From an optimization exercise on the open Yosys and OpenROAD flow, aimed at small area; shortcuts taken in it are not production practice.
In this exercise RTL edits were held to simulation tests only and were not proved equivalent to the original.
Power figures rest on the tool's default switching activity, not on a simulated workload.

[flow/constraint.sdc]
create_clock -name core_clock -period 8.0 [get_ports {CLK}]
set_input_delay 1.6000 -clock core_clock [delete_from_list [all_inputs] [get_ports {CLK}]]
set_output_delay 1.6000 -clock core_clock [all_outputs]
set_load 0.01 [all_outputs]
[flow/flow/run.sh]
#!/bin/bash
# Standard ORFS layout, with clock tree synthesis told not to add dummy loads and to
# use larger sink clusters, and ports buffered with the smallest buffer.
export CTS_ARGS="-sink_clustering_enable -repair_clock_nets -dont_use_dummy_load -buf_list sky130_fd_sc_hd__clkbuf_16 -sink_clustering_size 30 -sink_clustering_max_diameter 70"
export BUFFER_PORTS_ARGS="-buffer_cell sky130_fd_sc_hd__buf_1"
bash standard.sh > standard.log 2>&1
[flow/config.mk]
export PLATFORM = sky130hd
export DESIGN_NAME = br_predict_btb
export DESIGN_NICKNAME = br_predict_btb
export VERILOG_FILES = /design/flow/design.v
export SDC_FILE = /design/flow/constraint.sdc
export NUM_CORES = 4
export LEC_CHECK = 0
export CAP_MARGIN = 10
export CORE_MARGIN = 2
export CORE_UTILIZATION = 50
export SETUP_SLACK_MARGIN = 0.2
export SLEW_MARGIN = 10
export SYNTH_HIERARCHICAL = 1
export SYNTH_MINIMUM_KEEP_SIZE = 0
[flow/design.v]
module br_predict_btb #(
  parameter int IDX_W  = 5,
  parameter int TAG_W  = 8,
  parameter int STAT_W = 12
) (
  input  logic              CLK,
  input  logic              nRST,
  input  logic [31:0]       if_pc,
  output logic              pred_taken,
  output logic [31:0]       pred_target,
  output logic              pred_hit,
  input  logic              upd_valid,
  input  logic [31:0]       upd_pc,
  input  logic              upd_taken,
  input  logic [31:0]       upd_target,
  input  logic              upd_mispredict,
  input  logic              clear,
  output logic [STAT_W-1:0] stat_branches,
  output logic [STAT_W-1:0] stat_mispred
);
  localparam int ENTRIES = 2 ** IDX_W;
  typedef logic [IDX_W-1:0] idx_t;
  typedef logic [TAG_W-1:0] tag_t;
  logic [ENTRIES-1:0] valid_q;
  tag_t               tag_q    [ENTRIES];
  logic [31:0]        target_q [ENTRIES];
  logic [1:0]         ctr_q    [ENTRIES];
  logic [STAT_W-1:0]  stat_br_q;
  logic [STAT_W-1:0]  stat_mis_q;
  idx_t if_idx, upd_idx;
  tag_t if_tag, upd_tag;
  logic unused_pc;
  assign if_idx  = if_pc[IDX_W+1:2];
  assign if_tag  = if_pc[IDX_W+TAG_W+1:IDX_W+2];
  assign upd_idx = upd_pc[IDX_W+1:2];
  assign upd_tag = upd_pc[IDX_W+TAG_W+1:IDX_W+2];
  assign unused_pc = ^{if_pc, upd_pc};
  logic [ENTRIES-1:0] if_sel, upd_sel;
  always_comb begin
    for (int k = 0; k < ENTRIES; k++) begin
      if_sel[k]  = (if_idx == idx_t'(k));
      upd_sel[k] = (upd_idx == idx_t'(k));
    end
  end
  logic        rd_valid;
  tag_t        rd_tag;
  logic        rd_ctr1;
  logic [31:0] rd_target;
  always_comb begin
    rd_valid  = 1'b0;
    rd_tag    = '0;
    rd_ctr1   = 1'b0;
    rd_target = '0;
    for (int k = 0; k < ENTRIES; k++) begin
      rd_valid  = rd_valid  | (if_sel[k] & valid_q[k]);
      rd_tag    = rd_tag    | ({TAG_W{if_sel[k]}} & tag_q[k]);
      rd_ctr1   = rd_ctr1   | (if_sel[k] & ctr_q[k][1]);
      rd_target = rd_target | ({32{if_sel[k]}} & target_q[k]);
    end
  end
  assign pred_hit    = rd_valid & (rd_tag == if_tag);
  assign pred_taken  = pred_hit & rd_ctr1;
  assign pred_target = {32{pred_hit}} & rd_target;
  logic       ur_valid;
  tag_t       ur_tag;
  logic [1:0] ur_ctr;
  always_comb begin
    ur_valid = 1'b0;
    ur_tag   = '0;
    ur_ctr   = '0;
    for (int k = 0; k < ENTRIES; k++) begin
      ur_valid = ur_valid | (upd_sel[k] & valid_q[k]);
      ur_tag   = ur_tag   | ({TAG_W{upd_sel[k]}} & tag_q[k]);
      ur_ctr   = ur_ctr   | ({2{upd_sel[k]}} & ctr_q[k]);
    end
  end
  logic       upd_hit;
  logic       alloc;      
  logic       ctr_we;     
  logic [1:0] ctr_new;
  assign upd_hit = ur_valid & (ur_tag == upd_tag);
  assign alloc   = upd_valid & upd_taken;
  assign ctr_we  = upd_valid & (upd_hit | upd_taken);
  always_comb begin
    if (!upd_hit)       ctr_new = 2'b10;
    else if (upd_taken) ctr_new = (ur_ctr == 2'b11) ? 2'b11 : ur_ctr + 2'd1;
    else                ctr_new = (ur_ctr == 2'b00) ? 2'b00 : ur_ctr - 2'd1;
  end
  assign stat_branches = stat_br_q;
  assign stat_mispred  = stat_mis_q;
  always_ff @(posedge CLK) begin
    if (!nRST) begin
      valid_q    <= '0;
      stat_br_q  <= '0;
      stat_mis_q <= '0;
    end else begin
      if (clear) valid_q <= '0;
      else       valid_q <= valid_q | ({ENTRIES{alloc}} & upd_sel);
      stat_br_q  <= stat_br_q + STAT_W'(upd_valid);
      stat_mis_q <= stat_mis_q + STAT_W'(upd_valid & upd_mispredict);
    end
  end
  logic [ENTRIES-1:0] pay_wr, pay_hold, ctr_wr, ctr_hold;
  always_comb begin
    for (int k = 0; k < ENTRIES; k++) begin
      pay_wr[k]   = alloc & upd_sel[k];
      pay_hold[k] = ~(clear | pay_wr[k]);
      ctr_wr[k]   = ctr_we & upd_sel[k];
      ctr_hold[k] = ~(clear | ctr_wr[k]);
    end
  end
  for (genvar k = 0; k < ENTRIES; k++) begin : g_ent
    br_predict_btb_entry #(.TAG_W(TAG_W)) u_ent (
      .CLK      (CLK),
      .pay_hold (pay_hold[k]),
      .pay_wr   (pay_wr[k]),
      .ctr_hold (ctr_hold[k]),
      .ctr_wr   (ctr_wr[k]),
      .d_tag    (upd_tag),
      .d_target (upd_target),
      .d_ctr    (ctr_new),
      .tag_q    (tag_q[k]),
      .target_q (target_q[k]),
      .ctr_q    (ctr_q[k])
    );
  end
endmodule
module br_predict_btb_entry #(
  parameter int TAG_W = 8
) (
  input  logic             CLK,
  input  logic             pay_hold,
  input  logic             pay_wr,
  input  logic             ctr_hold,
  input  logic             ctr_wr,
  input  logic [TAG_W-1:0] d_tag,
  input  logic [31:0]      d_target,
  input  logic [1:0]       d_ctr,
  output logic [TAG_W-1:0] tag_q,
  output logic [31:0]      target_q,
  output logic [1:0]       ctr_q
);
  always_ff @(posedge CLK) begin
    tag_q    <= ({TAG_W{pay_hold}} & tag_q)    | ({TAG_W{pay_wr}} & d_tag);
    target_q <= ({32{pay_hold}}    & target_q) | ({32{pay_wr}}    & d_target);
    ctr_q    <= ({2{ctr_hold}}     & ctr_q)    | ({2{ctr_wr}}     & d_ctr);
  end
endmodule
[flow/standard.sh]
#!/bin/bash
# synth_recipe.tcl (not shown) runs the flow's synth.tcl, then flattens the netlist and writes it again
# the make line also repeats each setting of config.mk as NAME=value (left out here)
make -C /OpenROAD-flow-scripts/flow DESIGN_CONFIG=/design/flow/config.mk WORK_HOME=/design/flow/orfs CLKGATE_MAP_FILE= SYNTH_SCRIPT=/design/flow/synth_recipe.tcl "${@:-finish}"
==> qor.txt, run 1 <==
Hold Crit Start = g_ent[1].u_ent.ctr_q[0]
# resized after CTS = 0
CP Capture Type = output port
number of buffers created by CTS = 84
Worst-Margin Slew = 1.43 ns
Yosys top cell area share = 0.500
max_cap viols = 0
Synth Warn # = 11
Slew Viols, Final = 0
Clk pwr share = 0.350
sequential share of power = 0.577
die area = 115000 um2
Synth-to-Final Area Change = 5.64%
FF-to-FF Start = g_ent[27].u_ent.tag_q[1]
Sw Share = 0.261
Clock Sink Count = 1400
ANT nets after route = 0
first-pass GRT wire length = 387000 um
final period utilization = 0.965
Bufs on Longest Clock Path = 3
vias in the first global route = 47400
largest cells by area after synthesis = dfxtp_1 50%, a22o_1 21%, a22oi_1 8.8%, buf_6 5.2%, nand4_1 1.3%
Critical Path AT = 6.12 ns
row cnt = 122
post-DP HPWL = 152000 um
Worst Path Required = 6.40 ns
Crit Path Category = in2out
internal cell power = 9.04 mW
Yosys cell types = 80
Core ar. = 111000 um2
Root Buffer Master = clkbuf_16
relative slew slack = 0.0416
Post-Syn Nets = 5208
Leak = 21.9 nW
layout cells sized above 1 = 0.102
Post-synth ARST share = 0
setup_tns = 0 ns
post-synthesis sequential area ratio = 0.500
initial antenna violation count = 16
drt via density = 7.92
combinational share of power = 0.073
final hold violation count = 0
1st-iter DRT viols = 10100
Critical Path Source = if_pc[4]
critical path's slowest cell = nor2_4
fmax = 0.130 GHz
Die Y = 339 um
DR vias = 52000
maximum VDD drop = 149 uV
RSZ-0062 raised after global routing = no
clk latency of the worst-skew pair = 0.73 ns
number of top-level pins = 160
nets = 5160
cell area power density = 206 nW/um2
Die X = 339 um
Total GRT Usage = 0.473
Post-Synthesis Cells = 5102
Placer Congestion = 1.06
Post-Syn Area = 56100 um2
crit path launch type = input port
Setup violations, final = 0
worst reg2reg path depth = 12
Worst Path Max Fanout = 34
sw power = 3.19 mW
slowest stage delay, CP = 0.86 ns
top cell type by total area after synthesis = dfxtp_1
detailed-route wire length = 283000 um
WHS Path Cells = 1
min cycle time layout = 7.72 ns
crit-path cells = buf_1 -> or3b_2 -> nor2_4 -> a2111oi_0 -> nand3_1 -> or4_1 -> nand3b_1 -> a2111oi_4 -> nand4_4 -> buf_12 -> a21oi_1 -> buf_1
CTS Hold Buffers Added = 0
total power = 12.2 mW
TritonCTS clock tree = built
Post-CTS Setup Bufs = 0
FF+latch count, synth = 1400
EDFF count, synth = 0
clk_skew = 0.0913 ns
Initial Utilization = 0.505
routed len/inst = 43.2 um
Post-route DRC = 0
1st-pass router iterations = 9
Clock Pin Slew Worst Setup and Hold Paths = 0.05 ns
crit-path most repeated cell = buf_1
Main synth FF type = dfxtp_1
Worst Hold Class = reg2reg
pin count of the biggest net entering global routing = 42
total grt overflow = 0
status = finished clean
Synth Area per Inst = 11.0 um2
Buffers on Ports = 121
CTS H-tree lvls = 3
per-layer routing:
metal,up-vias,global-route usage,part of all wire
li1,20100,-,-
met1,25600,0.628,0.37
met2,5026,0.655,0.40
met3,1278,0.161,0.15
met4,10,0.293,0.077
met5,-,0.0104,0.00024
area by class of cell:
type	instances	area, um2
multi-input combinational	3214	24900
clock buffer	84	2100
sequential	1400	28000
fill	9906	51700
inverter	6	22.5
timing repair buffer	348	2230
antenna	24	60.1
tap	1488	1860
cell usage after synthesis (13+ instances only):
library cell and count:
a2111oi_0 18, a21boi_1 30, a21oi_1 19, a21oi_2 55
a221oi_1 13, a22o_1 1366, a22oi_1 656, and2_1 25
and3_1 58, and3b_1 14, buf_1 32, buf_2 30
buf_4 16, buf_6 261, clkbuf_1 143, dfxtp_1 1400
mux2i_1 22, nand2_1 180, nand3_1 131, nand4_1 120
nor2_1 161, nor2b_1 16, nor3_1 53, nor4_1 21
o21a_1 33, o21ai_0 14, xnor2_1 14
through the flow:
stage	worst slack, ns	cell area [um2]	utilization	std cells	hold slack [ns]
2_1_floorplan	2.23	56100	-	5102	0.446
3_3_place_gp	0.548	57000	0.514	6455	0.462
3_5_place_dp	0.531	57100	0.514	6456	0.465
4_1_cts	0.522	59200	0.533	6540	0.485
5_1_grt	0.373	59200	0.533	6545	0.496
6_report	0.279	59200	0.534	6564	0.485
state kept, by name, indices dropped and copies added (netlist names):
name	cells
g_ent.u_ent.ctr_q	64
g_ent.u_ent.tag_q	256
g_ent.u_ent.target_q	1024
stat_br_q	12
stat_mis_q	12
valid_q	32
worst paths after layout:
path	endpoint	slack (ns)
setup / recovery	pred_target[0]	0.28
hold / removal	g_ent[1].u_ent.ctr_q[0]	0.49
setup reg to reg	g_ent[30].u_ent.ctr_q[1]	4.03
hold reg to reg	g_ent[1].u_ent.ctr_q[0]	0.49
worst max-delay path: cells and delay by family:
kind,cells,cell delay [ns]
AOI/OAI and AO/OA,3,1.28
buffers and inverters,3,1.08
and+or+nand+nor,6,2.12
layout by cell type (no fill, tap or decap), types with 84 or more instances in the layout:
cell type,netlist,layout
dfxtp_1,1400,1400
a22o_1,1366,1366
a22oi_1,656,656
buf_4,16,223
nand2_1,180,179
nand3_1,131,131
nand4_1,120,120
buf_1,32,115
nor2_4,0,93
clkbuf_16,0,84
cell families after synthesis:
group,after synthesis,synth area share
buffers and inverters,488,0.0694
AO/OA/AOI/OAI,2289,0.339
XOR/XNOR,21,0.00328
adder cells (fa/ha/maj),4,0.000893
flip-flops,1400,0.500
AND/OR/NAND/NOR,863,0.0803
multiplexers,37,0.00754
power by group through the flow:
stage | logic (mW) | registers (mW) | clock network [mW]
floorplan | 0.361 | 7.20 | 0
global placement | 0.820 | 7.21 | 0
detailed placement | 0.823 | 7.21 | 0
CTS | 0.823 | 7.05 | 4.25
global route | 0.863 | 7.06 | 4.48
finish | 0.894 | 7.05 | 4.28
==> inputs of run 2 (changes only) <==
--- a/flow/design.v
+++ b/flow/design.v
@@ -37,7 +37,8 @@
   assign unused_pc = ^{if_pc, upd_pc};
-  logic [ENTRIES-1:0] if_sel, upd_sel;
+  logic [ENTRIES-1:0] if_nsel, upd_nsel, upd_sel;
   always_comb begin
     for (int k = 0; k < ENTRIES; k++) begin
-      if_sel[k]  = (if_idx == idx_t'(k));
-      upd_sel[k] = (upd_idx == idx_t'(k));
+      if_nsel[k]  = (if_idx != idx_t'(k));
+      upd_nsel[k] = (upd_idx != idx_t'(k));
+      upd_sel[k]  = ~upd_nsel[k];
     end
@@ -49,11 +50,11 @@
   always_comb begin
-    rd_valid  = 1'b0;
-    rd_tag    = '0;
-    rd_ctr1   = 1'b0;
-    rd_target = '0;
+    rd_valid  = 1'b1;
+    rd_tag    = '1;
+    rd_ctr1   = 1'b1;
+    rd_target = '1;
     for (int k = 0; k < ENTRIES; k++) begin
-      rd_valid  = rd_valid  | (if_sel[k] & valid_q[k]);
-      rd_tag    = rd_tag    | ({TAG_W{if_sel[k]}} & tag_q[k]);
-      rd_ctr1   = rd_ctr1   | (if_sel[k] & ctr_q[k][1]);
-      rd_target = rd_target | ({32{if_sel[k]}} & target_q[k]);
+      rd_valid  = rd_valid  & (if_nsel[k] | valid_q[k]);
+      rd_tag    = rd_tag    & ({TAG_W{if_nsel[k]}} | tag_q[k]);
+      rd_ctr1   = rd_ctr1   & (if_nsel[k] | ctr_q[k][1]);
+      rd_target = rd_target & ({32{if_nsel[k]}} | target_q[k]);
     end
@@ -67,9 +68,9 @@
   always_comb begin
-    ur_valid = 1'b0;
-    ur_tag   = '0;
-    ur_ctr   = '0;
+    ur_valid = 1'b1;
+    ur_tag   = '1;
+    ur_ctr   = '1;
     for (int k = 0; k < ENTRIES; k++) begin
-      ur_valid = ur_valid | (upd_sel[k] & valid_q[k]);
-      ur_tag   = ur_tag   | ({TAG_W{upd_sel[k]}} & tag_q[k]);
-      ur_ctr   = ur_ctr   | ({2{upd_sel[k]}} & ctr_q[k]);
+      ur_valid = ur_valid & (upd_nsel[k] | valid_q[k]);
+      ur_tag   = ur_tag   & ({TAG_W{upd_nsel[k]}} | tag_q[k]);
+      ur_ctr   = ur_ctr   & ({2{upd_nsel[k]}} | ctr_q[k]);
     end
==> flow/flow/run.sh (replaced) <==
#!/bin/bash
# Standard ORFS layout, with clock tree synthesis told not to add dummy loads and to
# use larger sink clusters, and ports buffered with the smallest buffer.
export CTS_ARGS="-sink_clustering_enable -repair_clock_nets -dont_use_dummy_load -buf_list sky130_fd_sc_hd__clkbuf_16 -sink_clustering_size 25 -sink_clustering_max_diameter 90"
export BUFFER_PORTS_ARGS="-buffer_cell sky130_fd_sc_hd__buf_1"
bash standard.sh > standard.log 2>&1
--- a/flow/config.mk
+++ b/flow/config.mk
@@ -7,3 +7,3 @@
 export LEC_CHECK = 0
-export CAP_MARGIN = 10
+export CAP_MARGIN = 20
 export CORE_MARGIN = 2
@@ -11,3 +11,3 @@
 export SETUP_SLACK_MARGIN = 0.2
-export SLEW_MARGIN = 10
+export SLEW_MARGIN = 20
 export SYNTH_HIERARCHICAL = 1
==> qor.txt, run 2 <==
Clk pwr share = 0.319
most common cell in the netlist = dfxtp_1
max_cap viols = 0
Regs by FF count = g_ent.u_ent.target_q: 1024 flops, g_ent.u_ent.tag_q: 256 flops, g_ent.u_ent.ctr_q: 64 flops
setup_tns = 0 ns
cell area power density = 212 nW/um2
nets = 5094
most common cell after layout, fill and taps aside = dfxtp_1
ANT nets after route = 0
min cycle time layout = 7.57 ns
Initial Utilization = 0.503
Post-CTS Setup Bufs = 0
Sw Share = 0.273
total grt overflow = 0
post-DP HPWL = 151000 um
Synth Area per Inst = 10.8 um2
vias in the first global route = 47000
Worst Hold Class = reg2reg
routed len/inst = 43.9 um
Total GRT Usage = 0.483
drt via density = 8.05
Post-synth ARST share = 0
die area = 112000 um2
Non-Filler Instances = 6404
internal cell power = 8.81 mW
row cnt = 121
DR vias = 51500
relative slew slack = 0.154
Yosys top cell area share = 0.513
Worst-Margin Slew = 1.26 ns
Post-route DRC = 0
FF+latch count, synth = 1400
layout cells sized above 1 = 0.0911
1st-pass router iterations = 10
maximum VDD drop = 139 uV
1st-iter DRT viols = 9871
first-pass GRT wire length = 383000 um
Main synth FF type = dfxtp_1
Clock Pin Slew Worst Setup and Hold Paths = 0.09 ns
CP Capture Type = output port
Root Buffer Master = clkbuf_16
clk_skew = 0.0626 ns
# fillers = 9729
Buffers on Ports = 121
final period utilization = 0.946
placed cells = 6332
Synth-to-Final Area Change = 4.90%
hold_ws = 0.487 ns
CTS Hold Buffers Added = 0
Bufs on Longest Clock Path = 3
Die X = 334 um
status = finished clean
Worst Path Required = 6.40 ns
pin count of the biggest net entering global routing = 42
# resized after CTS = 0
Worst Path Max Fanout = 29
initial antenna violation count = 7
RSZ-0062 raised after global routing = no
final hold violation count = 0
clk latency of the worst-skew pair = 0.70 ns
sw power = 3.30 mW
number of top-level pins = 160
Yosys cell types = 72
Slew Viols, Final = 0
post-synthesis sequential area ratio = 0.513
combinational share of power = 0.099
Leak = 22.1 nW
Crit Path Category = in2out
largest cells by area after synthesis = dfxtp_1 51%, a22o_1 22%, o22ai_1 8.3%, buf_6 5.5%, nor2_1 1.7%
number of buffers created by CTS = 67
EDFF count, synth = 0
fmax = 0.132 GHz
crit path launch type = input port
top post-synthesis cells by count = 1400 x dfxtp_1, 1344 x a22o_1, 723 x o22ai_1, 266 x buf_6, 254 x nor2_1
Die Y = 334 um
detailed-route wire length = 281000 um
Critical Path AT = 5.97 ns
most flop-heavy register = g_ent.u_ent.target_q
top cell type by total area after synthesis = dfxtp_1
most frequent cells in the layout = 1400 x dfxtp_1, 1344 x a22o_1, 723 x o22ai_1
Clock Sink Count = 1400
Core ar. = 109000 um2
TritonCTS clock tree = built
Placer Congestion = 1.01
sequential share of power = 0.582
CTS H-tree lvls = 3
Post-Synthesis Cells = 5033
Synth Warn # = 11
Setup violations, final = 0
max reg flops = 1024
Post-Syn Nets = 5139
Post-Syn Area = 54600 um2
==> run 2: changes by cell type after synthesis, sizes merged, moves of 50 or more <==
cell | previous run | this run
o22ai | 5 | 723
a22oi | 656 | 3
nor4 | 22 | 137
nand4 | 121 | 27
nor2 | 162 | 254
nand2 | 182 | 100
nand3 | 131 | 81
==> run 2: cell type report <==
| class | instances | area (um2) | share of cell area |
|---|---|---|---|
| Inverter | 6 | 22.5 | 0.000393 |
| Clock buffer | 67 | 1680 | 0.0293 |
| Timing Repair Buffer | 355 | 2260 | 0.0395 |
| Antenna cell | 4 | 10.0 | 0.000175 |
| Multi-Input combinational cell | 3158 | 23500 | 0.410 |
| Sequential cell | 1400 | 28000 | 0.489 |
| Tap cell | 1414 | 1770 | 0.0309 |
==> run 2: power groups by stage <==
| stage | Sequential, mW | Clock, mW | Combinational (mW) |
|---|---|---|---|
| global placement | 7.21 | 0 | 1.11 |
| detailed placement | 7.21 | 0 | 1.11 |
| floorplan | 7.20 | 0 | 0.556 |
| CTS | 7.05 | 3.81 | 1.11 |
| finish | 7.05 | 3.86 | 1.20 |
| global route | 7.06 | 4.04 | 1.18 |
==> run 2: path summary, 6_finish.rpt <==
| path | startpoint | to | slack, ns | depth (start not counted) |
|---|---|---|---|---|
| max | if_pc[3] | pred_target[2] | 0.43 | 13 |
| min | g_ent[23].u_ent.target_q[19] | g_ent[23].u_ent.target_q[19] | 0.49 | 1 |
| max reg2reg | g_ent[7].u_ent.tag_q[4] | g_ent[21].u_ent.ctr_q[1] | 3.80 | 12 |
| min reg2reg | g_ent[23].u_ent.target_q[19] | g_ent[23].u_ent.target_q[19] | 0.49 | 1 |
==> run 2: per-stage QoR <==
| stage | cell area [um2] | worst slack [ns] | power, mW | util |
|---|---|---|---|---|
| after floorplan | 54600 | 2.23 | 7.76 | - |
| after global placement | 55500 | 0.546 | 8.32 | 0.511 |
| after detailed placement | 55500 | 0.473 | 8.32 | 0.512 |
| after CTS | 57200 | 0.481 | 12.0 | 0.527 |
| after global routing | 57200 | 0.382 | 12.3 | 0.527 |
| final | 57300 | 0.428 | 12.1 | 0.527 |
==> run 2: logic make-up after synthesis <==
group                      synth area share
AOI/OAI and AO/OA                     0.327
xor gates and xnor gates            0.00513
muxes                               0.00736
and+or+nand+nor                      0.0758
DFF                                   0.513
adders and majority gates          0.000917
buffers and inverters                0.0701
==> run 2: layer usage <==
layer  GRT usage  vias to the layer above  wire, um
met2       0.665                     5036    111000
met4       0.309                        6     22000
met3       0.165                     1304     42900
li1            -                    19900         -
met1       0.640                    25300    106000
met5     0.00217                        -        33
==> run 2: critical path, stage by stage <==
cell     delay, ns
buf_1         0.40
and2_1        0.77
nand2_4       0.62
o22ai_1       0.36
nor3b_1       0.08
and4_1        0.21
nand4_1       0.08
xor2_1        0.37
nand3_4       0.31
buf_12        0.31
nor4_1        0.43
buf_4         0.21
buf_1         0.16
==> inputs of run 3 (changes only) <==
--- a/flow/design.v
+++ b/flow/design.v
@@ -21,2 +21,4 @@
   localparam int ENTRIES = 2 ** IDX_W;
+  localparam int LO_W    = 12;              
+  localparam int HI_W    = 32 - LO_W;       
   typedef logic [IDX_W-1:0] idx_t;
@@ -37,10 +39,8 @@
   assign unused_pc = ^{if_pc, upd_pc};
-  logic [ENTRIES-1:0] if_nsel, upd_nsel, upd_sel;
-  always_comb begin
-    for (int k = 0; k < ENTRIES; k++) begin
-      if_nsel[k]  = (if_idx != idx_t'(k));
-      upd_nsel[k] = (upd_idx != idx_t'(k));
-      upd_sel[k]  = ~upd_nsel[k];
-    end
-  end
+  logic [ENTRIES-1:0] if_nsel_a, if_nsel_b, if_nsel_c, upd_nsel, upd_sel;
+  br_predict_btb_dec #(.IDX_W(IDX_W)) u_dec_if_a  (.idx(if_idx),  .nsel(if_nsel_a));
+  br_predict_btb_dec #(.IDX_W(IDX_W)) u_dec_if_b  (.idx(if_idx),  .nsel(if_nsel_b));
+  br_predict_btb_dec #(.IDX_W(IDX_W)) u_dec_if_c  (.idx(if_idx),  .nsel(if_nsel_c));
+  br_predict_btb_dec #(.IDX_W(IDX_W)) u_dec_upd   (.idx(upd_idx), .nsel(upd_nsel));
+  assign upd_sel = ~upd_nsel;
   logic        rd_valid;
@@ -55,6 +55,8 @@
     for (int k = 0; k < ENTRIES; k++) begin
-      rd_valid  = rd_valid  & (if_nsel[k] | valid_q[k]);
-      rd_tag    = rd_tag    & ({TAG_W{if_nsel[k]}} | tag_q[k]);
-      rd_ctr1   = rd_ctr1   & (if_nsel[k] | ctr_q[k][1]);
-      rd_target = rd_target & ({32{if_nsel[k]}} | target_q[k]);
+      rd_valid        = rd_valid        & (if_nsel_a[k] | valid_q[k]);
+      rd_tag          = rd_tag          & ({TAG_W{if_nsel_a[k]}} | tag_q[k]);
+      rd_ctr1         = rd_ctr1         & (if_nsel_a[k] | ctr_q[k][1]);
+      rd_target[3:0]  = rd_target[3:0]  & ({4{if_nsel_a[k]}}  | target_q[k][3:0]);
+      rd_target[17:4] = rd_target[17:4] & ({14{if_nsel_b[k]}} | target_q[k][17:4]);
+      rd_target[31:18]= rd_target[31:18]& ({14{if_nsel_c[k]}} | target_q[k][31:18]);
     end
@@ -79,3 +81,2 @@
   logic       alloc;      
-  logic       ctr_we;     
   logic [1:0] ctr_new;
@@ -83,5 +84,5 @@
   assign alloc   = upd_valid & upd_taken;
-  assign ctr_we  = upd_valid & (upd_hit | upd_taken);
   always_comb begin
-    if (!upd_hit)       ctr_new = 2'b10;
+    if (!upd_valid || (!upd_hit && !upd_taken)) ctr_new = ur_ctr;
+    else if (!upd_hit)  ctr_new = 2'b10;
     else if (upd_taken) ctr_new = (ur_ctr == 2'b11) ? 2'b11 : ur_ctr + 2'd1;
@@ -103,18 +104,16 @@
   end
-  logic [ENTRIES-1:0] pay_wr, pay_hold, ctr_wr, ctr_hold;
-  always_comb begin
-    for (int k = 0; k < ENTRIES; k++) begin
-      pay_wr[k]   = alloc & upd_sel[k];
-      pay_hold[k] = ~(clear | pay_wr[k]);
-      ctr_wr[k]   = ctr_we & upd_sel[k];
-      ctr_hold[k] = ~(clear | ctr_wr[k]);
-    end
-  end
   for (genvar k = 0; k < ENTRIES; k++) begin : g_ent
-    br_predict_btb_entry #(.TAG_W(TAG_W)) u_ent (
+    logic lo_hold, lo_wr, hi_hold, hi_wr;
+    br_predict_btb_wen u_wen_lo (.alloc(alloc), .nalloc(~alloc), .sel(upd_sel[k]), .nsel(upd_nsel[k]),
+                                 .hold(lo_hold), .wr(lo_wr));
+    br_predict_btb_wen u_wen_hi (.alloc(alloc), .nalloc(~alloc), .sel(upd_sel[k]), .nsel(upd_nsel[k]),
+                                 .hold(hi_hold), .wr(hi_wr));
+    br_predict_btb_entry #(.TAG_W(TAG_W), .LO_W(LO_W)) u_ent (
       .CLK      (CLK),
-      .pay_hold (pay_hold[k]),
-      .pay_wr   (pay_wr[k]),
-      .ctr_hold (ctr_hold[k]),
-      .ctr_wr   (ctr_wr[k]),
+      .lo_hold  (lo_hold),
+      .lo_wr    (lo_wr),
+      .hi_hold  (hi_hold),
+      .hi_wr    (hi_wr),
+      .ctr_hold (upd_nsel[k]),
+      .ctr_wr   (upd_sel[k]),
       .d_tag    (upd_tag),
@@ -128,8 +127,32 @@
 endmodule
+module br_predict_btb_dec #(
+  parameter int IDX_W = 5
+) (
+  input  logic [IDX_W-1:0]    idx,
+  output logic [2**IDX_W-1:0] nsel
+);
+  always_comb begin
+    for (int k = 0; k < 2 ** IDX_W; k++) nsel[k] = (idx != IDX_W'(k));
+  end
+endmodule
+module br_predict_btb_wen (
+  input  logic alloc,
+  input  logic nalloc,
+  input  logic sel,
+  input  logic nsel,
+  output logic hold,
+  output logic wr
+);
+  assign wr   = ~(nalloc | nsel);
+  assign hold = ~(alloc & sel);
+endmodule
 module br_predict_btb_entry #(
-  parameter int TAG_W = 8
+  parameter int TAG_W = 8,
+  parameter int LO_W  = 12
 ) (
   input  logic             CLK,
-  input  logic             pay_hold,
-  input  logic             pay_wr,
+  input  logic             lo_hold,
+  input  logic             lo_wr,
+  input  logic             hi_hold,
+  input  logic             hi_wr,
   input  logic             ctr_hold,
@@ -144,5 +167,8 @@
   always_ff @(posedge CLK) begin
-    tag_q    <= ({TAG_W{pay_hold}} & tag_q)    | ({TAG_W{pay_wr}} & d_tag);
-    target_q <= ({32{pay_hold}}    & target_q) | ({32{pay_wr}}    & d_target);
-    ctr_q    <= ({2{ctr_hold}}     & ctr_q)    | ({2{ctr_wr}}     & d_ctr);
+    tag_q               <= ({TAG_W{lo_hold}} & tag_q) | ({TAG_W{lo_wr}} & d_tag);
+    target_q[LO_W-1:0]  <= ({LO_W{lo_hold}} & target_q[LO_W-1:0]) |
+                           ({LO_W{lo_wr}}   & d_target[LO_W-1:0]);
+    target_q[31:LO_W]   <= ({(32-LO_W){hi_hold}} & target_q[31:LO_W]) |
+                           ({(32-LO_W){hi_wr}}   & d_target[31:LO_W]);
+    ctr_q               <= ({2{ctr_hold}} & ctr_q) | ({2{ctr_wr}} & d_ctr);
   end
==> qor.txt, run 3 <==
status = finished clean
Root Buffer Master = clkbuf_16
flop-to-flop setup slack = 3.84 ns
top cell type by total area after synthesis = dfxtp_1
# resized after CTS = 0
Worst Path Required = 6.40 ns
min cycle time layout = 7.75 ns
Core ar. = 105000 um2
Post-Syn Nets = 5100
Critical Path AT = 6.15 ns
pin count of the biggest net entering global routing = 58
max reg flops = 1024
most common cell in the netlist = dfxtp_1
drt via density = 7.69
maximum VDD drop = 266 uV
TritonCTS clock tree = built
crit-path most repeated cell = buf_4
Non-Filler Instances = 6364
layout cells sized above 1 = 0.0874
most frequent cells in the layout = 1400 x dfxtp_1, 1344 x a22o_1, 838 x o22ai_1
Post-route DRC = 0
Main synth FF type = dfxtp_1
most common cell after layout, fill and taps aside = dfxtp_1
Post-Synthesis Cells = 4994
max_cap viols = 0
Setup violations, final = 0
# fillers = 9565
setup_tns = 0 ns
CTS Hold Buffers Added = 0
Post-CTS Setup Bufs = 0
cell area power density = 255 nW/um2
clk_skew = 0.0300 ns
Clock Pin Slew Worst Setup and Hold Paths = 0.10 ns
Yosys cell types = 37
Synth-to-Final Area Change = 5.66%
CP Capture Type = output port
Clock Sink Count = 1400
detailed-route wire length = 259000 um
Total GRT Usage = 0.463
Yosys top cell area share = 0.530
first-pass GRT wire length = 356000 um
number of top-level pins = 160
largest cells by area after synthesis = dfxtp_1 53%, a22o_1 22%, o22ai_1 9.9%, buf_6 2.7%, nor2_1 2.7%
RSZ-0062 raised after global routing = no
top post-synthesis cells by count = 1400 x dfxtp_1, 1344 x a22o_1, 838 x o22ai_1, 383 x nor2_1, 200 x buf_2
fmax = 0.129 GHz
buffers and inverters on the worst path = 6
post-synthesis sequential area ratio = 0.530
1st-iter DRT viols = 8870
Placer Congestion = 1.02
Die X = 329 um
routed len/inst = 40.8 um
number of buffers created by CTS = 67
ANT nets after route = 0
Crit Path Category = in2out
DR vias = 48900
Worst Hold Class = reg2reg
row cnt = 119
Worst-Margin Slew = 1.28 ns
most flop-heavy register = g_ent.u_ent.target_q
placed cells = 6290
total grt overflow = 0
clk latency of the worst-skew pair = 0.70 ns
Leak = 21.5 nW
total power = 14.2 mW
nets = 5074
final period utilization = 0.969
Bufs on Longest Clock Path = 3
Worst Path Max Fanout = 12
FF+latch count, synth = 1400
CP delay by family, top = simple AND/OR/NAND/NOR gates
die area = 108000 um2
crit path launch type = input port
Initial Utilization = 0.503
Die Y = 329 um
Post-Syn Area = 52800 um2
EDFF count, synth = 0
crit-path cells = buf_1 -> nor2_1 -> nand2_1 -> buf_4 -> o22ai_1 -> nor4_1 -> nand4_1 -> xnor2_1 -> nor4_1 -> buf_4 -> nand3_4 -> buf_4 -> buf_4 -> nor3_2 -> buf_1
critical path's slowest cell = nand2_1
initial antenna violation count = 7
Buffers on Ports = 121
Regs by FF count = g_ent.u_ent.target_q: 1024 flops, g_ent.u_ent.tag_q: 256 flops, g_ent.u_ent.ctr_q: 64 flops
final hold violation count = 0
Slew Viols, Final = 0
1st-pass router iterations = 8
vias in the first global route = 44900
post-DP HPWL = 157000 um
Synth Area per Inst = 10.6 um2
Post-synth ARST share = 0
slowest stage delay, CP = 0.60 ns
Synth Warn # = 12
CTS H-tree lvls = 3
relative slew slack = 0.146
run 3: layer usage:
layer / GRT usage / part of all wire
met5: 0 / 0
met4: 0.299 / 0.083
met3: 0.137 / 0.13
met2: 0.670 / 0.41
met1: 0.602 / 0.38
run 3: layout make-up:
type | count | area (um2) | area share
Antenna cell | 7 | 17.5 | 0.000314
Clock buffer | 67 | 1680 | 0.0300
Inverter | 35 | 131 | 0.00235
Multi-Input combinational cell | 3150 | 22300 | 0.399
Sequential cell | 1400 | 28000 | 0.502
Tap cell | 1391 | 1740 | 0.0312
Timing Repair Buffer | 314 | 1930 | 0.0346
run 3: power breakdown:
part           leakage (nW)  switching (mW)  total, mW  internal [mW]
combinational          9.17           0.765       1.76          0.991
clock                 0.826            2.32       3.83           1.51
sequential             11.5           0.693       8.64           7.94
total                  21.5            3.77       14.2           10.4
run 3: kinds of logic after synthesis:
kind of cell | share of synthesized area
xor gates and xnor gates | 0.00530
adders and majority gates | 0.00116
DFF | 0.530
buffers and inverters | 0.0548
AOI/OAI and AO/OA | 0.328
and+or+nand+nor | 0.0806
run 3: through the flow:
stage          setup WS, ns  cell area [um2]  utilization  hold WS [ns]
6_report              0.245            55800        0.531         0.493
5_1_grt               0.320            55800        0.531         0.502
4_1_cts               0.313            55800        0.531         0.492
3_5_place_dp          0.316            54100        0.515         0.466
3_3_place_gp          0.327            54100        0.515         0.462
2_1_floorplan          2.71            52800            -         0.450
run 3: per-module statistics from Yosys, one instance, submodules excluded, a selection:
| module | cells inside | times used | area, um2 |
|---|---|---|---|
| br_predict_btb | 1734 | 1 | 10600 |
| br_predict_btb_wen | 2 | 64 | 7.51 |
run 3: path summary, 6_finish.rpt:
check,from,endpoint,depth (start not counted)
hold reg to reg,g_ent[24].u_ent.target_q[31],g_ent[24].u_ent.target_q[31],1
hold / removal,g_ent[24].u_ent.target_q[31],g_ent[24].u_ent.target_q[31],1
setup reg to reg,g_ent[25].u_ent.tag_q[3],g_ent[24].u_ent.ctr_q[1],10
setup / recovery,if_pc[6],pred_target[12],15
==> inputs of run 4 (changes only) <==
--- a/flow/design.v
+++ b/flow/design.v
@@ -58,5 +58,4 @@
       rd_ctr1         = rd_ctr1         & (if_nsel_a[k] | ctr_q[k][1]);
-      rd_target[3:0]  = rd_target[3:0]  & ({4{if_nsel_a[k]}}  | target_q[k][3:0]);
-      rd_target[17:4] = rd_target[17:4] & ({14{if_nsel_b[k]}} | target_q[k][17:4]);
-      rd_target[31:18]= rd_target[31:18]& ({14{if_nsel_c[k]}} | target_q[k][31:18]);
+      rd_target[15:0] = rd_target[15:0] & ({16{if_nsel_b[k]}} | target_q[k][15:0]);
+      rd_target[31:16]= rd_target[31:16]& ({16{if_nsel_c[k]}} | target_q[k][31:16]);
     end
--- a/flow/config.mk
+++ b/flow/config.mk
@@ -10,2 +10,3 @@
 export CORE_UTILIZATION = 50
+export GPL_TIMING_DRIVEN = 0
 export SETUP_SLACK_MARGIN = 0.2
==> qor.txt, run 4 <==
status = finished clean
worst flop-to-flop path endpoint = g_ent[27].u_ent.ctr_q[1]
top cell type by total area after synthesis = dfxtp_1
Worst-Margin Slew = 1.34 ns
Non-Filler Instances = 6670
Worst Hold Class = reg2reg
row cnt = 119
first-pass GRT wire length = 378000 um
Sw Share = 0.270
cell area power density = 249 nW/um2
Post-CTS Setup Bufs = 0
crit path launch type = input port
maximum VDD drop = 280 uV
pin count of the biggest net entering global routing = 66
Initial Utilization = 0.504
sequential share of power = 0.603
Main synth FF type = dfxtp_1
critical path's slowest cell = clkbuf_1
Synth-to-Final Area Change = 8.17%
Post-Syn Nets = 5169
Synth Warn # = 12
final period utilization = 0.989
vias in the first global route = 46200
most common cell after layout, fill and taps aside = dfxtp_1
Bufs on Longest Clock Path = 3
number of top-level pins = 160
combinational share of power = 0.128
Clock Sink Count = 1400
Worst Path Required = 6.40 ns
internal cell power = 10.4 mW
most flop-heavy register = g_ent.u_ent.target_q
buffers and inverters on the worst path = 4
Clock Pin Slew Worst Setup and Hold Paths = 0.10 ns
post-synthesis sequential area ratio = 0.528
Die Y = 330 um
Critical Path AT = 6.31 ns
Crit Path Category = in2out
Clk pwr share = 0.269
Core ar. = 105000 um2
drt via density = 7.61
sw power = 3.86 mW
Die X = 330 um
FF+latch count, synth = 1400
Post-synth ARST share = 0
hold_ws = 0.493 ns
clk_skew = 0.0307 ns
Post-route DRC = 0
worst reg2reg path depth = 11
RSZ-0062 raised after global routing = no
CTS H-tree lvls = 3
# fillers = 9620
Leak = 22.8 nW
TritonCTS clock tree = built
fmax = 0.126 GHz
most common cell in the netlist = dfxtp_1
detailed-route wire length = 281000 um
post-DP HPWL = 183000 um
crit-path cells = buf_2 -> and3b_1 -> nand2_1 -> clkbuf_1 -> o22ai_1 -> nor4_1 -> nand4_1 -> xnor2_1 -> nor3_1 -> nand3_4 -> buf_6 -> nor3_2 -> buf_1
largest cells by area after synthesis = dfxtp_1 53%, a22o_1 22%, o22ai_1 9.9%, buf_6 2.8%, nor2_1 2.8%
number of buffers created by CTS = 66
most frequent cells in the layout = 1400 x dfxtp_1, 1344 x a22o_1, 840 x o22ai_1
Synth Area per Inst = 10.5 um2
layout cells sized above 1 = 0.0991
relative slew slack = 0.109
Hold Crit Start = g_ent[23].u_ent.target_q[15]
clk latency of the worst-skew pair = 0.72 ns
Total GRT Usage = 0.499
final hold violation count = 0
Yosys top cell area share = 0.528
initial antenna violation count = 12
WHS Path Cells = 1
Worst Path Max Fanout = 24
Slew Viols, Final = 0
total power = 14.3 mW
top post-synthesis cells by count = 1400 x dfxtp_1, 1344 x a22o_1, 840 x o22ai_1, 391 x nor2_1, 196 x nand2_1
routed len/inst = 42.1 um
Post-Synthesis Cells = 5063
CP Capture Type = output port
Buffers on Ports = 121
max reg flops = 1024
CTS Hold Buffers Added = 0
max_cap viols = 0
ANT nets after route = 0
Yosys cell types = 38
Regs by FF count = g_ent.u_ent.target_q: 1024 flops, g_ent.u_ent.tag_q: 256 flops, g_ent.u_ent.ctr_q: 64 flops
EDFF count, synth = 0
nets = 5378
CP delay by family, top = simple AND/OR/NAND/NOR gates
1st-iter DRT viols = 9121
DR vias = 50700
Placer Congestion = 1.01
total grt overflow = 0
die area = 109000 um2
FF-to-FF Start = g_ent[4].u_ent.tag_q[2]
Post-Syn Area = 53100 um2
Hold Path End = g_ent[23].u_ent.target_q[15]
Root Buffer Master = clkbuf_16
min cycle time layout = 7.91 ns
Setup violations, final = 0
placed cells = 6592
flop-to-flop setup slack = 4.12 ns
1st-pass router iterations = 9
slowest stage delay, CP = 0.63 ns
## run 4: worst reg2reg max path, delay by kind of cell, from the launching register on
| kind | cells | cell delay [ns] |
|---|---|---|
| buffers and inverters | 2 | 0.38 |
| AOI/OAI and AO/OA | 2 | 0.30 |
| and+or+nand+nor | 6 | 2.41 |
| DFF | 1 | 0.47 |
| xor gates and xnor gates | 1 | 0.22 |
## run 4: worst max-delay path by stage
stage / start / end / slack (ns) / depth (start not counted)
2_1_floorplan: if_pc[5] / pred_target[10] / 2.62 / 12
3_3_place_gp: if_pc[4] / pred_target[6] / -1.02 / 13
3_5_place_dp: if_pc[6] / pred_target[6] / -0.42 / 14
4_1_cts: if_pc[6] / pred_target[6] / 0.24 / 13
5_1_grt: if_pc[6] / pred_target[6] / 0.23 / 15
6_report: if_pc[4] / pred_target[6] / 0.09 / 13
## run 4: per-layer routing
layer | part of all wire | wire, um | GRT usage
met2 | 0.40 | 113000 | 0.703
met1 | 0.37 | 103000 | 0.621
met3 | 0.15 | 41400 | 0.211
met5 | 0.00088 | 247 | 0.0109
met4 | 0.081 | 22800 | 0.326
## run 4: area by class of cell
class                           count  area (um2)  area share
Clock buffer                       66        1650      0.0288
Tap cell                         1391        1740      0.0303
Sequential cell                  1400       28000       0.488
Buffer                            473        3040      0.0529
Antenna cell                        9        22.5    0.000392
Inverter                           34         128     0.00222
Timing Repair Buffer              141         840      0.0146
Multi-Input combinational cell   3156       22000       0.383
## run 4: cells by family (layout without fill, tap and decap cells)
family / after synthesis / after routing / synth area share
flops: 1400 / 1400 / 0.528
simple gates: 887 / 887 / 0.0808
buf+inv: 507 / 714 / 0.0588
fa+ha+maj: 5 / 5 / 0.00113
xor+xnor: 32 / 32 / 0.00528
other cells: 0 / 9 / 0
compound gates: 2232 / 2232 / 0.326
## run 4: per-module statistics from Yosys (local to each module, per instance), a selection
module,cell area [um2],cells,times used
br_predict_btb,10900,1803,1
br_predict_btb_wen,7.51,2,64
## run 4: what timing repair did
| item | in CTS | in global routing |
|---|---|---|
| endpoints found under the setup margin | 34 | 33 |
| pin swaps | 0 | 1 |
| gates resized for setup | 12 | 4 |
## run 4: metrics by stage
step / worst slack (ns) / instance area [um2] / utilization / TNS [ns]
5_1_grt: 0.228 / 57400 / 0.545 / 0
3_3_place_gp: -1.02 / 55300 / 0.525 / -52.37
3_5_place_dp: -0.424 / 55700 / 0.529 / -11.30
4_1_cts: 0.238 / 57400 / 0.545 / 0
2_1_floorplan: 2.62 / 53100 / - / 0
6_report: 0.0896 / 57400 / 0.546 / 0
## run 4: power groups by stage
stage | Clock (mW) | Sequential (mW) | Combinational (mW)
floorplan | 0 | 8.51 | 1.27
global placement | 0 | 8.71 | 1.69
detailed placement | 0 | 8.72 | 1.76
CTS | 3.78 | 8.57 | 1.76
global route | 4.01 | 8.70 | 1.91
finish | 3.85 | 8.63 | 1.82
==> inputs of run 5 (changes only) <==
--- a/flow/config.mk
+++ b/flow/config.mk
@@ -10,3 +10,2 @@
 export CORE_UTILIZATION = 50
-export GPL_TIMING_DRIVEN = 0
 export SETUP_SLACK_MARGIN = 0.2
==> qor.txt, run 5 <==
Worst-Margin Slew = 1.27 ns
Die Y = 330 um
Bufs on Longest Clock Path = 3
Synth Warn # = 12
max_cap viols = 0
ANT nets after route = 0
slowest stage delay, CP = 0.77 ns
CTS H-tree lvls = 3
Regs by FF count = g_ent.u_ent.target_q: 1024 flops, g_ent.u_ent.tag_q: 256 flops, g_ent.u_ent.ctr_q: 64 flops
most common cell in the netlist = dfxtp_1
detailed-route wire length = 261000 um
nets = 5068
Post-Synthesis Cells = 5063
Post-Syn Area = 53100 um2
Leak = 21.5 nW
Worst Hold Class = reg2reg
Post-Syn Nets = 5169
RSZ-0062 raised after global routing = no
Yosys top cell area share = 0.528
Worst Path Required = 6.40 ns
crit path launch type = input port
Synth-to-Final Area Change = 5.14%
Hold Path End = g_ent[23].u_ent.target_q[30]
routed len/inst = 41.0 um
drt via density = 7.65
Total GRT Usage = 0.461
setup_tns = 0 ns
CTS Hold Buffers Added = 0
post-synthesis sequential area ratio = 0.528
WHS Path Cells = 1
FF+latch count, synth = 1400
Root Buffer Master = clkbuf_16
Yosys cell types = 38
first-pass GRT wire length = 353000 um
fmax = 0.135 GHz
Worst Path Max Fanout = 17
1st-pass router iterations = 7
most common cell after layout, fill and taps aside = dfxtp_1
post-DP HPWL = 151000 um
number of buffers created by CTS = 67
Post-synth ARST share = 0
Critical Path Stages = 13
Clock Pin Slew Worst Setup and Hold Paths = 0.09 ns
most flop-heavy register = g_ent.u_ent.target_q
total grt overflow = 0
top post-synthesis cells by count = 1400 x dfxtp_1, 1344 x a22o_1, 840 x o22ai_1, 391 x nor2_1, 196 x nand2_1
1st-iter DRT viols = 7908
Initial Utilization = 0.504
max reg flops = 1024
# resized after CTS = 0
CP Capture Type = output port
Synth Area per Inst = 10.5 um2
clk latency of the worst-skew pair = 0.68 ns
row cnt = 119
TritonCTS clock tree = built
relative slew slack = 0.154
maximum VDD drop = 241 uV
top cell type by total area after synthesis = dfxtp_1
Setup violations, final = 0
most frequent cells in the layout = 1400 x dfxtp_1, 1344 x a22o_1, 840 x o22ai_1
layout cells sized above 1 = 0.0871
DR vias = 48600
number of top-level pins = 160
final hold violation count = 0
crit-path cells = buf_1 -> nor2b_1 -> nand2_1 -> o22a_1 -> o221ai_1 -> nor3_1 -> nand4_1 -> xnor2_1 -> nor4_2 -> nand3_4 -> buf_4 -> nor3_1 -> buf_1
initial antenna violation count = 14
critical path's slowest cell = nand2_1
clk_skew = 0.0418 ns
worst reg2reg path depth = 9
worst flop-to-flop path endpoint = g_ent[4].u_ent.ctr_q[0]
Critical Path AT = 5.80 ns
Buffers on Ports = 121
Die X = 330 um
Clock Sink Count = 1400
CP delay by family, top = simple AND/OR/NAND/NOR gates
vias in the first global route = 44100
FF-to-FF Start = g_ent[9].u_ent.tag_q[0]
Main synth FF type = dfxtp_1
total power = 14.2 mW
# fillers = 9590
Crit Path Category = in2out
min cycle time layout = 7.40 ns
status = finished clean
Placer Congestion = 1.03
cell area power density = 254 nW/um2
Slew Viols, Final = 0
Post-CTS Setup Bufs = 0
Hold Crit Start = g_ent[23].u_ent.target_q[30]
final period utilization = 0.924
die area = 109000 um2
EDFF count, synth = 0
Post-route DRC = 0
largest cells by area after synthesis = dfxtp_1 53%, a22o_1 22%, o22ai_1 9.9%, buf_6 2.8%, nor2_1 2.8%
flop-to-flop setup slack = 3.92 ns
pin count of the biggest net entering global routing = 54
Core ar. = 105000 um2
buffers and inverters on the worst path = 3
## run 5: changes by cell type in the layout (fill, tap and decap cells not counted), moves of 64 or more
cell,change
buf_2,-210
buf_6,-140
clkbuf_1,-135
nor2_1,-64
buf_4,+169
## run 5: metrics by stage
stage	util	cell area, um2	worst slack (ns)	instances	hold WS (ns)
CTS	0.530	55800	0.819	6349	0.491
detailed placement	0.514	54100	0.836	6282	0.465
global route	0.530	55800	0.584	6352	0.502
finish	0.530	55800	0.605	6358	0.491
global placement	0.514	54100	0.844	6281	0.462
floorplan	-	53100	2.62	5063	0.450
## run 5: worst max path at each step
stage	from	end	slack (ns)
finish	if_pc[5]	pred_target[1]	0.60
global placement	if_pc[5]	pred_target[1]	0.84
CTS	if_pc[5]	pred_target[1]	0.82
detailed placement	if_pc[5]	pred_target[1]	0.84
floorplan	if_pc[5]	pred_target[10]	2.62
global route	if_pc[5]	pred_target[1]	0.58
## run 5: layout make-up
cell class,count,area [um2],share of cell area
Sequential cell,1400,28000,0.502
Timing Repair Buffer,303,1880,0.0337
Multi-Input combinational cell,3156,22300,0.400
Antenna cell,7,17.5,0.000314
Inverter,34,128,0.00229
Clock buffer,67,1680,0.0300
Tap cell,1391,1740,0.0312
## run 5: metal layers
metal  global-route usage  up-vias  part of all wire
met1                0.581    23800              0.37
met5              0.00478        -            0.0013
met2                0.677     4057              0.41
li1                     -    19500                 -
met4                0.307       22             0.084
met3                0.146     1217              0.13
## run 5: power breakdown
| part | total (mW) | switching, mW | internal, mW |
|---|---|---|---|
| clock | 3.82 | 2.31 | 1.51 |
| combinational | 1.76 | 0.770 | 0.992 |
| sequential | 8.61 | 0.668 | 7.94 |
## run 5: cell families (layout without fill, tap and decap cells)
| group | after synthesis | count (layout) | synth area share |
|---|---|---|---|
| adder cells (fa/ha/maj) | 5 | 5 | 0.00113 |
| flip-flops | 1400 | 1400 | 0.528 |
| other | 0 | 7 | 0 |
| XOR/XNOR | 32 | 32 | 0.00528 |
| AND/OR/NAND/NOR | 887 | 887 | 0.0808 |
| buffers and inverters | 507 | 404 | 0.0588 |
| AO/OA/AOI/OAI | 2232 | 2232 | 0.326 |
## run 5: worst register-to-register path: stages, from the launching register on
cell and delay, ns:
dfxtp_1 0.43, o22ai_1 0.10, nor4_1 0.46, nand4_1 0.21, xnor2_1 0.20, nor4_2 0.80, nand4_1 0.63, o221ai_2 0.61
buf_4 0.39, a22o_1 0.19
## run 5: modules after synthesis (local to each module, per instance), excerpt
module | cells | times used | flops+latches | cell area, um2
br_predict_btb | 1803 | 1 | 56 | 10900
br_predict_btb_wen | 2 | 64 | 0 | 7.51
==> inputs of run 6 (changes only) <==
==> flow/flow/run.sh (replaced) <==
#!/bin/bash
# Standard ORFS layout, with clock tree synthesis told not to add dummy loads and to
# use larger sink clusters, and ports buffered with the smallest buffer.
export CTS_ARGS="-sink_clustering_enable -repair_clock_nets -dont_use_dummy_load -buf_list sky130_fd_sc_hd__clkbuf_16 -sink_clustering_size 27 -sink_clustering_max_diameter 100"
export BUFFER_PORTS_ARGS="-buffer_cell sky130_fd_sc_hd__buf_1"
bash standard.sh > standard.log 2>&1
--- a/flow/config.mk
+++ b/flow/config.mk
@@ -9,3 +9,3 @@
 export CORE_MARGIN = 2
-export CORE_UTILIZATION = 50
+export CORE_UTILIZATION = 62
 export SETUP_SLACK_MARGIN = 0.2
==> qor.txt, run 6 <==
final hold violation count = 0
Post-Syn Nets = 5169
flop-to-flop setup slack = 4.00 ns
Bufs on Longest Clock Path = 3
maximum VDD drop = 243 uV
most flop-heavy register = g_ent.u_ent.target_q
number of buffers created by CTS = 57
vias in the first global route = 45300
Synth Area per Inst = 10.5 um2
top cell type by total area after synthesis = dfxtp_1
setup_tns = 0 ns
most common cell after layout, fill and taps aside = dfxtp_1
Yosys cell types = 38
RSZ-0062 raised after global routing = no
Worst Path Required = 6.40 ns
max reg flops = 1024
layout cells sized above 1 = 0.0815
DP Worst Slack = 0.792 ns
Worst-Margin Slew = 1.40 ns
total grt overflow = 0
CP Capture Type = output port
Post-Syn Area = 53100 um2
Crit Path Category = in2out
Die X = 297 um
Core ar. = 85000 um2
placed cell areas = 53700 um2
# fillers = 6957
CTS H-tree lvls = 2
Total GRT Usage = 0.539
first-pass GRT wire length = 337000 um
Buffers on Ports = 121
detailed-route wire length = 246000 um
drt via density = 8.18
Synth-to-Final Area Change = 4.18%
pin count of the biggest net entering global routing = 42
initial antenna violation count = 14
top post-synthesis cells by count = 1400 x dfxtp_1, 1344 x a22o_1, 840 x o22ai_1, 391 x nor2_1, 196 x nand2_1
TritonCTS clock tree = built
1st-iter DRT viols = 10100
most common cell in the netlist = dfxtp_1
row cnt = 107
post-DP HPWL = 141000 um
Placer Congestion = 1.07
status = finished clean
Hold Path End = g_ent[25].u_ent.target_q[30]
die area = 88000 um2
final period utilization = 0.966
number of top-level pins = 160
relative slew slack = 0.0640
FF-to-FF Start = g_ent[11].u_ent.tag_q[0]
Post-Synthesis Cells = 5063
Clock Sink Count = 1400
Hold Crit Start = g_ent[25].u_ent.target_q[30]
Post-synth ARST share = 0
Worst Path Max Fanout = 17
Worst Hold Class = reg2reg
Setup violations, final = 0
worst reg2reg path depth = 10
WHS Path Cells = 1
largest cells by area after synthesis = dfxtp_1 53%, a22o_1 22%, o22ai_1 9.9%, buf_6 2.8%, nor2_1 2.8%
fmax = 0.129 GHz
Worst Setup Slack, final = 0.268 ns
EDFF count, synth = 0
routed len/inst = 40.2 um
1st-pass router iterations = 12
post-synthesis sequential area ratio = 0.528
Clock Pin Slew Worst Setup and Hold Paths = 0.10 ns
Root Buffer Master = clkbuf_16
nets = 5063
Synth Warn # = 12
Regs by FF count = g_ent.u_ent.target_q: 1024 flops, g_ent.u_ent.tag_q: 256 flops, g_ent.u_ent.ctr_q: 64 flops
Yosys top cell area share = 0.528
Post-CTS Setup Bufs = 0
Leak = 21.4 nW
clk latency of the worst-skew pair = 0.71 ns
Critical Path AT = 6.13 ns
FF+latch count, synth = 1400
DR vias = 49900
Main synth FF type = dfxtp_1
ANT nets after route = 0
min cycle time layout = 7.73 ns
post-route cell area = 55300 um2
Post-route DRC = 0
worst flop-to-flop path endpoint = g_ent[12].u_ent.ctr_q[1]
clk_skew = 0.0513 ns
crit path launch type = input port
Initial Utilization = 0.624
max_cap viols = 0
CTS Hold Buffers Added = 0
# resized after CTS = 0
Die Y = 297 um
cell area power density = 251 nW/um2
most frequent cells in the layout = 1400 x dfxtp_1, 1344 x a22o_1, 840 x o22ai_1
Slew Viols, Final = 0
[run 6: cell counts after synthesis]
Identical to the previous run, type by type.
[run 6: layout make-up]
cell class	count	area (um2)	area share
diodes	9	22.5	0.000407
clock buffers	57	1430	0.0258
flip-flops and latches	1400	28000	0.507
multi-input cells	3156	22300	0.404
well taps	1144	1430	0.0259
repair buffers	308	1940	0.0350
inverters	34	128	0.00231
[run 6: per-module statistics from Yosys, one instance, submodules excluded, a selection]
module              flip-flops and latches  cell area (um2)  cells
br_predict_btb_wen                       0             7.51      2
br_predict_btb                          56            10900   1803
[run 6: per-stage QoR]
| stage | std cells | hold slack (ns) | power (mW) | utilization |
|---|---|---|---|---|
| 3_3_place_gp | 6035 | 0.462 | 10.3 | 0.632 |
| 4_1_cts | 6092 | 0.493 | 13.7 | 0.649 |
| 5_1_grt | 6100 | 0.501 | 14.2 | 0.650 |
| 6_report | 6108 | 0.492 | 13.9 | 0.651 |
| 3_5_place_dp | 6035 | 0.465 | 10.4 | 0.632 |
| 2_1_floorplan | 5063 | 0.450 | 9.78 | - |
[run 6: critical path, stage by stage]
cell	delay (ns)
buf_1	0.85
and3b_1	0.32
nand2_1	0.80
o22ai_1	0.20
nor4_1	0.39
nand4_1	0.32
xnor2_1	0.23
nor4_2	0.38
nand3_2	0.15
buf_4	0.30
nor3_1	0.34
buf_1	0.20
[run 6: report_power, final]
part	leakage [nW]	switching (mW)	total (mW)	internal, mW
logic	9.14	0.765	1.76	0.993
registers	11.5	0.670	8.62	7.95
clock network	0.702	2.20	3.48	1.28
total	21.4	3.64	13.9	10.2
[run 6: layer usage]
layer	GRT usage	up-vias	share of wire
met3	0.229	1627	0.17
met4	0.419	19	0.10
met5	0.0150	-	0.00097
li1	-	19500	-
met2	0.742	5004	0.39
met1	0.660	23800	0.34
[run 6: cells by family (layout without fill, tap and decap cells)]
kind of cell               Yosys count  count (layout)  share of synthesized area
AOI/OAI and AO/OA                 2232            2232                      0.326
xor gates and xnor gates            32              32                    0.00528
buffers and inverters              507             399                     0.0588
other                                0               9                          0
adders and majority gates            5               5                    0.00113
and+or+nand+nor                    887             887                     0.0808
DFF                               1400            1400                      0.528
[run 6: worst max-delay path by stage]
| stage | to | startpoint | slack (ns) |
|---|---|---|---|
| 2_1_floorplan | pred_target[10] | if_pc[5] | 2.62 |
| 3_3_place_gp | pred_target[31] | if_pc[4] | 0.90 |
| 3_5_place_dp | pred_target[31] | if_pc[4] | 0.79 |
| 4_1_cts | pred_target[31] | if_pc[4] | 0.80 |
| 5_1_grt | pred_target[31] | if_pc[4] | 0.47 |
| 6_report | pred_target[1] | if_pc[4] | 0.27 |
==> inputs of run 7 (changes only) <==
--- a/flow/config.mk
+++ b/flow/config.mk
@@ -9,3 +9,4 @@
 export CORE_MARGIN = 2
-export CORE_UTILIZATION = 62
+export CORE_UTILIZATION = 50
+export PLACE_DENSITY = 0.8
 export SETUP_SLACK_MARGIN = 0.2
==> qor.txt, run 7 <==
status = finished clean
Main synth FF type = dfxtp_1
critical path's slowest cell = nand2_1
Initial Utilization = 0.504
post-DP HPWL = 142000 um
CTS H-tree lvls = 2
Clk pwr share = 0.251
die area = 109000 um2
flop-to-flop setup slack = 4.40 ns
top cell type by total area after synthesis = dfxtp_1
Synth-to-Final Area Change = 4.81%
first-pass GRT wire length = 341000 um
Clock Pin Slew Worst Setup and Hold Paths = 0.10 ns
combinational share of power = 0.127
# resized after CTS = 0
number of buffers created by CTS = 58
Post-synth ARST share = 0
Hold Crit Start = g_ent[21].u_ent.target_q[10]
Yosys top cell area share = 0.528
final period utilization = 0.979
maximum VDD drop = 274 uV
Setup violations, final = 0
Critical Path End = pred_taken
worst reg2reg path depth = 10
top post-synthesis cells by count = 1400 x dfxtp_1, 1344 x a22o_1, 840 x o22ai_1, 391 x nor2_1, 196 x nand2_1
RSZ-0062 raised after global routing = no
final hold violation count = 0
internal cell power = 10.2 mW
number of top-level pins = 160
row cnt = 119
Critical Path Source = if_pc[3]
Bufs on Longest Clock Path = 3
CP delay by family, top = simple AND/OR/NAND/NOR gates
min cycle time layout = 7.83 ns
max_cap viols = 0
Leak = 21.3 nW
Worst-Margin Slew = 1.35 ns
Core ar. = 105000 um2
crit path launch type = input port
clk latency of the worst-skew pair = 0.72 ns
total grt overflow = 0
1st-pass router iterations = 12
Post-route DRC = 0
DP Worst Slack = 0.542 ns
EDFF count, synth = 0
Synth Area per Inst = 10.5 um2
largest cells by area after synthesis = dfxtp_1 53%, a22o_1 22%, o22ai_1 9.9%, buf_6 2.8%, nor2_1 2.8%
Root Buffer Master = clkbuf_16
drt via density = 7.94
worst flop-to-flop path endpoint = g_ent[29].u_ent.ctr_q[1]
DR vias = 50300
detailed-route wire length = 247000 um
Critical Path AT = 6.23 ns
Yosys cell types = 38
vias in the first global route = 46400
routed len/inst = 38.9 um
pin count of the biggest net entering global routing = 66
Crit Path Category = in2out
# fillers = 9247
Die X = 330 um
Worst Path Required = 6.40 ns
Synth Warn # = 12
fmax = 0.128 GHz
Sw Share = 0.263
Regs by FF count = g_ent.u_ent.target_q: 1024 flops, g_ent.u_ent.tag_q: 256 flops, g_ent.u_ent.ctr_q: 64 flops
post-route cell area = 55600 um2
1st-iter DRT viols = 10700
Post-Synthesis Cells = 5063
FF-to-FF Start = g_ent[0].u_ent.tag_q[2]
Die Y = 330 um
most common cell in the netlist = dfxtp_1
final core occ = 0.529
Clock Sink Count = 1400
Post-Syn Area = 53100 um2
ANT nets after route = 0
setup_tns = 0 ns
layout cells sized above 1 = 0.0796
Worst Hold Class = reg2reg
buffers and inverters on the worst path = 4
Placer Congestion = 1.00
clk_skew = 0.0496 ns
placed cell areas = 54000 um2
TritonCTS clock tree = built
most flop-heavy register = g_ent.u_ent.target_q
most common cell after layout, fill and taps aside = dfxtp_1
nets = 5048
Post-CTS Setup Bufs = 0
Slew Viols, Final = 0
most frequent cells in the layout = 1400 x dfxtp_1, 1344 x a22o_1, 840 x o22ai_1
Total GRT Usage = 0.435
FF+latch count, synth = 1400
crit-path cells = buf_1 -> buf_4 -> nor3b_2 -> nand2_1 -> o22ai_1 -> nor4_1 -> nand4_1 -> xnor2_1 -> nor3_1 -> nand3_2 -> buf_4 -> nor3_1 -> buf_1
Critical Path Stages = 13
Buffers on Ports = 121
Worst Setup Slack, final = 0.166 ns
cell area power density = 250 nW/um2
initial antenna violation count = 6
sw power = 3.66 mW
slowest stage delay, CP = 0.78 ns
Post-Syn Nets = 5169
relative slew slack = 0.0951
post-synthesis sequential area ratio = 0.528
CP Capture Type = output port
sequential share of power = 0.621
max reg flops = 1024
CTS Hold Buffers Added = 0
Worst Path Max Fanout = 15
## run 7: cell counts after synthesis
No cell type changed its count.
## run 7: layout make-up
| class | count | area (um2) | area share |
|---|---|---|---|
| clock buffers | 58 | 1450 | 0.0261 |
| multi-input cells | 3156 | 22400 | 0.403 |
| flip-flops and latches | 1400 | 28000 | 0.504 |
| diodes | 6 | 15.0 | 0.000270 |
| inverters | 34 | 128 | 0.00229 |
| repair buffers | 292 | 1870 | 0.0337 |
| well taps | 1391 | 1740 | 0.0313 |
## run 7: worst min-delay path by stage
| stage | endpoint | slack (ns) | cells after the start |
|---|---|---|---|
| floorplan | g_ent[0].u_ent.target_q[30] | 0.45 | 1 |
| global placement | g_ent[1].u_ent.target_q[30] | 0.46 | 1 |
| detailed placement | g_ent[1].u_ent.target_q[10] | 0.47 | 1 |
| CTS | g_ent[2].u_ent.target_q[30] | 0.49 | 1 |
| global route | g_ent[2].u_ent.target_q[30] | 0.50 | 1 |
| finish | g_ent[21].u_ent.target_q[10] | 0.49 | 1 |
## run 7: power groups by stage
stage / Combinational, mW / Clock (mW) / Sequential, mW
global placement: 1.66 / 0 / 8.70
global route: 1.86 / 3.68 / 8.69
CTS: 1.71 / 3.45 / 8.57
finish: 1.77 / 3.49 / 8.63
floorplan: 1.27 / 0 / 8.51
detailed placement: 1.71 / 0 / 8.72
## run 7: per-module statistics from Yosys (local to each module, per instance), a selection
module / cell area [um2] / cells inside
br_predict_btb_wen: 7.51 / 2
br_predict_btb: 10900 / 1803
## run 7: stage by stage
step | hold WS (ns) | total power, mW | std cells
2_1_floorplan | 0.450 | 9.78 | 5063
3_3_place_gp | 0.462 | 10.4 | 6264
3_5_place_dp | 0.467 | 10.4 | 6267
4_1_cts | 0.492 | 13.7 | 6325
5_1_grt | 0.502 | 14.2 | 6331
6_report | 0.494 | 13.9 | 6337
## run 7: cells by family after synthesis
group	count (synthesis)	share of synthesized area
AO/OA/AOI/OAI	2232	0.326
flip-flops	1400	0.528
AND/OR/NAND/NOR	887	0.0808
buffers and inverters	507	0.0588
XOR/XNOR	32	0.00528
adder cells (fa/ha/maj)	5	0.00113
## run 7: layer usage
layer | share of wire | vias to the layer above | wire (um) | global-route usage
li1 | - | 19500 | - | -
met1 | 0.35 | 24000 | 86100 | 0.548
met2 | 0.39 | 5335 | 96400 | 0.603
met3 | 0.17 | 1530 | 41700 | 0.172
met4 | 0.090 | 12 | 22300 | 0.307
met5 | 0.00045 | - | 110 | 0

[afterwards: timing with drivers on the ports]
The flow's constraints put no driver on any port. The routed layouts listed below were extracted and timed again, unchanged, in two steps. Step 1 assumes that a clkbuf_16 drives the clock port and a buf_2 every other input. Step 2, shift: input delay + t, output delay - t, t = (earliest + latest rising clock arrival at the registers) / 2. This alone moves slack from input paths to output paths. Slacks: no drivers / after step 1 / after step 2; pairs: no drivers / after step 1.
run | t, ns | setup WS [ns] | latest minus earliest clock arrival (ns) | slew at the worst register clock pin (ns)
run 1 | 0.774 | 0.279 / 0.252 / 0.252 | 0.099 / 0.099 | 0.12 / 0.12
run 2 | 0.742 | 0.428 / 0.406 / 0.406 | 0.070 / 0.069 | 0.11 / 0.11
run 3 | 0.754 | 0.245 / 0.148 / 0.148 | 0.039 / 0.039 | 0.11 / 0.11
run 4 | 0.772 | 0.090 / 0.064 / 0.064 | 0.055 / 0.055 | 0.12 / 0.12
run 5 | 0.740 | 0.605 / 0.482 / 0.482 | 0.059 / 0.060 | 0.11 / 0.11
run 6 | 0.766 | 0.268 / 0.227 / 0.227 | 0.051 / 0.051 | 0.12 / 0.12
run 7 | 0.756 | 0.166 / 0.138 / 0.138 | 0.078 / 0.078 | 0.12 / 0.12
After both steps every run listed still meets setup and hold. For run 5, which loses most, drivers alone change the setup slack by -0.123 ns; drivers and shift together by -0.123 ns.
